Context: an optimization exercise on an open-source flow, tuned for small area and a short achievable clock period. The choices shown serve that exercise and are no tape-out recipe.
Function was checked by simulation only, so behaviour that the tests miss may differ from the original.

==> flow/design.v <==
module credit_if_else_raw_reg #(
  parameter int unsigned DEPTH    = 128,
  parameter logic [15:0] INIT_VAL = 16'd0
) (
  input  logic        clock,
  input  logic        reset,
  input  logic        req_valid,
  input  logic [15:0] req_bits_index,
  input  logic [15:0] req_bits_data_1,
  input  logic [7:0]  req_bits_opCode_1,
  input  logic [15:0] req_bits_data_0,
  input  logic [7:0]  req_bits_opCode_0,
  input  logic        req_bits_predicate,
  output logic        resp_valid,
  output logic [15:0] resp_bits_new_val,
  output logic        init_done,
  output logic [15:0] err_count
);
  localparam int unsigned AW = 7;
  localparam int unsigned CW = 8;
  logic [CW-1:0]   sweep_cnt;
  logic            sweep_on;
  assign sweep_on = !sweep_cnt[7];
  always_ff @(posedge clock or negedge reset) begin
    if (!reset)        sweep_cnt <= '0;
    else if (sweep_on) sweep_cnt <= sweep_cnt + CW'(1);
  end
  always_ff @(posedge clock or negedge reset) begin
    if (!reset) init_done <= 1'b0;
    else        init_done <= sweep_cnt[7];
  end
  logic [15:0]     mem [DEPTH];
  logic            a_valid;
  logic [AW-1:0]   a_addr;
  logic            a_zero;
  logic            a_badop;
  logic [1:0]      a_op;
  logic [15:0]     a_d;
  logic            a_keep;
  logic            a_wr;
  logic            a_arith;
  logic            a_sub;
  logic            b_valid;
  logic [AW-1:0]   b_addr;
  logic            b_err;
  logic            b_upd;      
  logic            b_sub;
  logic            b_dz;       
  logic [15:0]     b_d;        
  logic [15:0]     b_rd;
  logic            b_keep_c, b_keep_r, b_wr, b_ar_c, b_ar_r;
  logic [16:0]     sum_c, sum_r;
  logic            en_c, en_r;
  logic [15:0]     upd_val;
  logic [15:0]     new_val;
  logic [3:0]      w_p0;
  logic [3:0]      w_p1;
  logic [7:0]      w_p2;
  logic [15:0]     w_data;
  assign w_data = resp_bits_new_val;
  logic [7:0]      sel_op;
  assign sel_op = req_bits_predicate ? req_bits_opCode_1 : req_bits_opCode_0;
  always_ff @(posedge clock or negedge reset) begin
    if (!reset) begin
      a_valid <= 1'b0;
      a_zero  <= 1'b1;
    end else begin
      a_valid <= req_valid;
      a_zero  <= (req_bits_index[15:AW] != '0) || !init_done;
    end
  end
  always_ff @(posedge clock) begin
    a_addr  <= req_bits_index[AW-1:0];
    a_badop <= (sel_op[7:2] != '0);
    a_op    <= sel_op[1:0];
    a_d     <= req_bits_predicate ? req_bits_data_1 : req_bits_data_0;
  end
  assign a_keep  = !a_zero & (a_badop | (a_op == 2'd0));
  assign a_wr    = !a_zero & !a_badop & (a_op == 2'd1);
  assign a_arith = !a_zero & !a_badop & a_op[1];
  assign a_sub   = (a_op == 2'd3);
  logic [3:0]      a_oh;
  logic [15:0]     rd_t1 [32];
  logic [15:0]     rd_t2 [16];
  logic [15:0]     rd_t3 [8];
  logic [15:0]     rd_t4 [4];
  logic [15:0]     rd_t5 [2];
  logic [15:0]     rd_mux;
  always_ff @(posedge clock) begin
    a_oh <= 4'(1) << req_bits_index[1:0];
  end
  always_comb begin
    for (int i = 0; i < 32; i++)
      rd_t1[i] = ({16{a_oh[0]}} & mem[4*i])     | ({16{a_oh[1]}} & mem[4*i + 1])
               | ({16{a_oh[2]}} & mem[4*i + 2]) | ({16{a_oh[3]}} & mem[4*i + 3]);
    for (int i = 0; i < 16; i++) rd_t2[i] = a_addr[2] ? rd_t1[2*i+1] : rd_t1[2*i];
    for (int i = 0; i < 8; i++)  rd_t3[i] = a_addr[3] ? rd_t2[2*i+1] : rd_t2[2*i];
    for (int i = 0; i < 4; i++)  rd_t4[i] = a_addr[4] ? rd_t3[2*i+1] : rd_t3[2*i];
    for (int i = 0; i < 2; i++)  rd_t5[i] = a_addr[5] ? rd_t4[2*i+1] : rd_t4[2*i];
    rd_mux = a_addr[6] ? rd_t5[1] : rd_t5[0];
  end
  logic            w_hit;
  assign w_hit = w_p0[a_addr[1:0]] & w_p1[a_addr[3:2]] & w_p2[a_addr[6:4]];
  logic            fwd;
  assign fwd = b_valid & b_upd & (b_addr == a_addr);
  always_ff @(posedge clock or negedge reset) begin
    if (!reset) begin
      b_valid  <= 1'b0;
      b_keep_c <= 1'b0;
      b_keep_r <= 1'b0;
      b_wr    <= 1'b0;
      b_ar_c  <= 1'b0;
      b_ar_r  <= 1'b0;
    end else begin
      b_valid  <= a_valid;
      b_keep_c <= a_keep & fwd;
      b_keep_r <= a_keep & !fwd;
      b_wr    <= a_wr;
      b_ar_c  <= a_arith & fwd;
      b_ar_r  <= a_arith & !fwd;
    end
  end
  always_ff @(posedge clock) begin
    b_addr   <= a_addr;
    b_err    <= a_zero | a_badop;
    b_upd    <= a_wr | a_arith;
    b_sub    <= a_sub;
    b_dz     <= (a_d == '0);
    b_d      <= a_sub ? (~a_d + 16'd1) : a_d;
    b_rd     <= w_hit ? w_data : rd_mux;
  end
  assign sum_c = {1'b0, resp_bits_new_val} + {1'b0, b_d};
  assign sum_r = {1'b0, b_rd} + {1'b0, b_d};
  assign en_c  = b_ar_c & (sum_c[16] | b_dz | !b_sub);
  assign en_r  = b_ar_r & (sum_r[16] | b_dz | !b_sub);
  assign upd_val = ({16{b_wr}} & b_d)
                 | ({16{en_c}} & sum_c[15:0])
                 | ({16{en_r}} & sum_r[15:0]);
  assign new_val = upd_val
                 | ({16{b_keep_c}} & resp_bits_new_val)
                 | ({16{b_keep_r}} & b_rd);
  always_ff @(posedge clock or negedge reset) begin
    if (!reset) begin
      resp_valid <= 1'b0;
      err_count  <= '0;
    end else begin
      resp_valid <= b_valid;
      if (b_valid && b_err && (err_count != '1))
        err_count <= err_count + 16'd1;
    end
  end
  always_ff @(posedge clock) begin
    resp_bits_new_val <= new_val;
  end
  logic [AW-1:0]   w_src;
  logic            w_go;
  assign w_src = sweep_on ? sweep_cnt[AW-1:0] : b_addr;
  assign w_go  = sweep_on | (b_valid & b_upd);
  always_ff @(posedge clock or negedge reset) begin
    if (!reset) begin
      w_p2 <= '0;
    end else begin
      w_p2 <= w_go ? (8'(1) << w_src[6:4]) : 8'd0;
    end
  end
  always_ff @(posedge clock) begin
    w_p0   <= 4'(1) << w_src[1:0];
    w_p1   <= 4'(1) << w_src[3:2];
  end
  always_ff @(posedge clock) begin
    for (int i = 0; i < DEPTH; i++)
      if (w_p0[i % 4] & w_p1[(i / 4) % 4] & w_p2[i / 16]) mem[i] <= w_data;
  end
endmodule
clock: 5.5 ns
lec_check: 0
cap_margin: 20
core_margin: 2
core_utilization: 50
cts_cluster_diameter: 80
cts_cluster_size: 24
setup_slack_margin: 3.4
slew_margin: 20
run.sh (not shown) runs the stock make flow with config.mk's settings and CLKGATE_MAP_FILE= SYNTH_SCRIPT=/design/flow/synth_recipe.tcl, a recipe that flattens the netlist after the stock synthesis.
Rerun with:
--- a/flow/design.v
+++ b/flow/design.v
@@ -54,13 +54,12 @@
   logic [15:0]     upd_val;
   logic [15:0]     new_val;
   logic [3:0]      w_p0;
   logic [3:0]      w_p1;
   logic [7:0]      w_p2;
   logic [15:0]     w_data;
-  assign w_data = resp_bits_new_val;
   logic [7:0]      sel_op;
   assign sel_op = req_bits_predicate ? req_bits_opCode_1 : req_bits_opCode_0;
   always_ff @(posedge clock or negedge reset) begin
     if (!reset) begin
       a_valid <= 1'b0;
       a_zero  <= 1'b1;
@@ -102,34 +101,32 @@
   logic            w_hit;
   assign w_hit = w_p0[a_addr[1:0]] & w_p1[a_addr[3:2]] & w_p2[a_addr[6:4]];
   logic            fwd;
   assign fwd = b_valid & b_upd & (b_addr == a_addr);
   always_ff @(posedge clock or negedge reset) begin
     if (!reset) begin
-      b_valid  <= 1'b0;
-      b_keep_c <= 1'b0;
-      b_keep_r <= 1'b0;
+      b_valid <= 1'b0;
       b_wr    <= 1'b0;
       b_ar_c  <= 1'b0;
       b_ar_r  <= 1'b0;
     end else begin
-      b_valid  <= a_valid;
-      b_keep_c <= a_keep & fwd;
-      b_keep_r <= a_keep & !fwd;
+      b_valid <= a_valid;
       b_wr    <= a_wr;
       b_ar_c  <= a_arith & fwd;
       b_ar_r  <= a_arith & !fwd;
     end
   end
   always_ff @(posedge clock) begin
     b_addr   <= a_addr;
     b_err    <= a_zero | a_badop;
     b_upd    <= a_wr | a_arith;
     b_sub    <= a_sub;
     b_dz     <= (a_d == '0);
     b_d      <= a_sub ? (~a_d + 16'd1) : a_d;
+    b_keep_c <= a_keep & fwd;
+    b_keep_r <= a_keep & !fwd;
     b_rd     <= w_hit ? w_data : rd_mux;
   end
   assign sum_c = {1'b0, resp_bits_new_val} + {1'b0, b_d};
   assign sum_r = {1'b0, b_rd} + {1'b0, b_d};
   assign en_c  = b_ar_c & (sum_c[16] | b_dz | !b_sub);
   assign en_r  = b_ar_r & (sum_r[16] | b_dz | !b_sub);
@@ -163,12 +160,13 @@
       w_p2 <= w_go ? (8'(1) << w_src[6:4]) : 8'd0;
     end
   end
   always_ff @(posedge clock) begin
     w_p0   <= 4'(1) << w_src[1:0];
     w_p1   <= 4'(1) << w_src[3:2];
+    w_data <= upd_val;
   end
   always_ff @(posedge clock) begin
     for (int i = 0; i < DEPTH; i++)
       if (w_p0[i % 4] & w_p1[(i / 4) % 4] & w_p2[i / 16]) mem[i] <= w_data;
   end
 endmodule
What happened: Global-route usage went down by 0.76 points; non-clock buffer count went down by 38; sequential share of layout area went down by 0.11 points; count of clock-buffer cells in the layout went down by 13; via count went up by 3.1%; hold slack is better by 0.0050 ns; worst setup slack is better by 0.16 ns; register-to-register slack is better by 0.16 ns; clock skew went up by 0.0070 ns.

static timing again, ports no longer ideal:
The results above use ideal ports. As a check the final layouts listed here were re-extracted and re-timed, cells and wires unchanged. Step 1 (the two cells are an assumption about what drives the block):
set clk [get_ports {clock}]
set_driving_cell -lib_cell sky130_fd_sc_hd__clkbuf_16 $clk
set_driving_cell -lib_cell sky130_fd_sc_hd__buf_2 [delete_from_list [all_inputs] $clk]
Step 2, shift: input delay + t, output delay - t, t = (earliest + latest rising clock arrival at the registers) / 2. This alone moves slack from input paths to output paths. a / b / c = no drivers / after step 1 / after step 2; a / b = the first two.
run | t (ns) | setup slack, ns | slew at the worst register clock pin (ns) | worst slew at a driven data input, ns
the first run | 0.855 | 2.654 / 2.654 / 2.654 | 0.10 / 0.10 | 0.05
the second run | 0.865 | 2.813 / 2.813 / 2.813 | 0.10 / 0.10 | 0.05
After both steps every run listed still meets setup and hold.
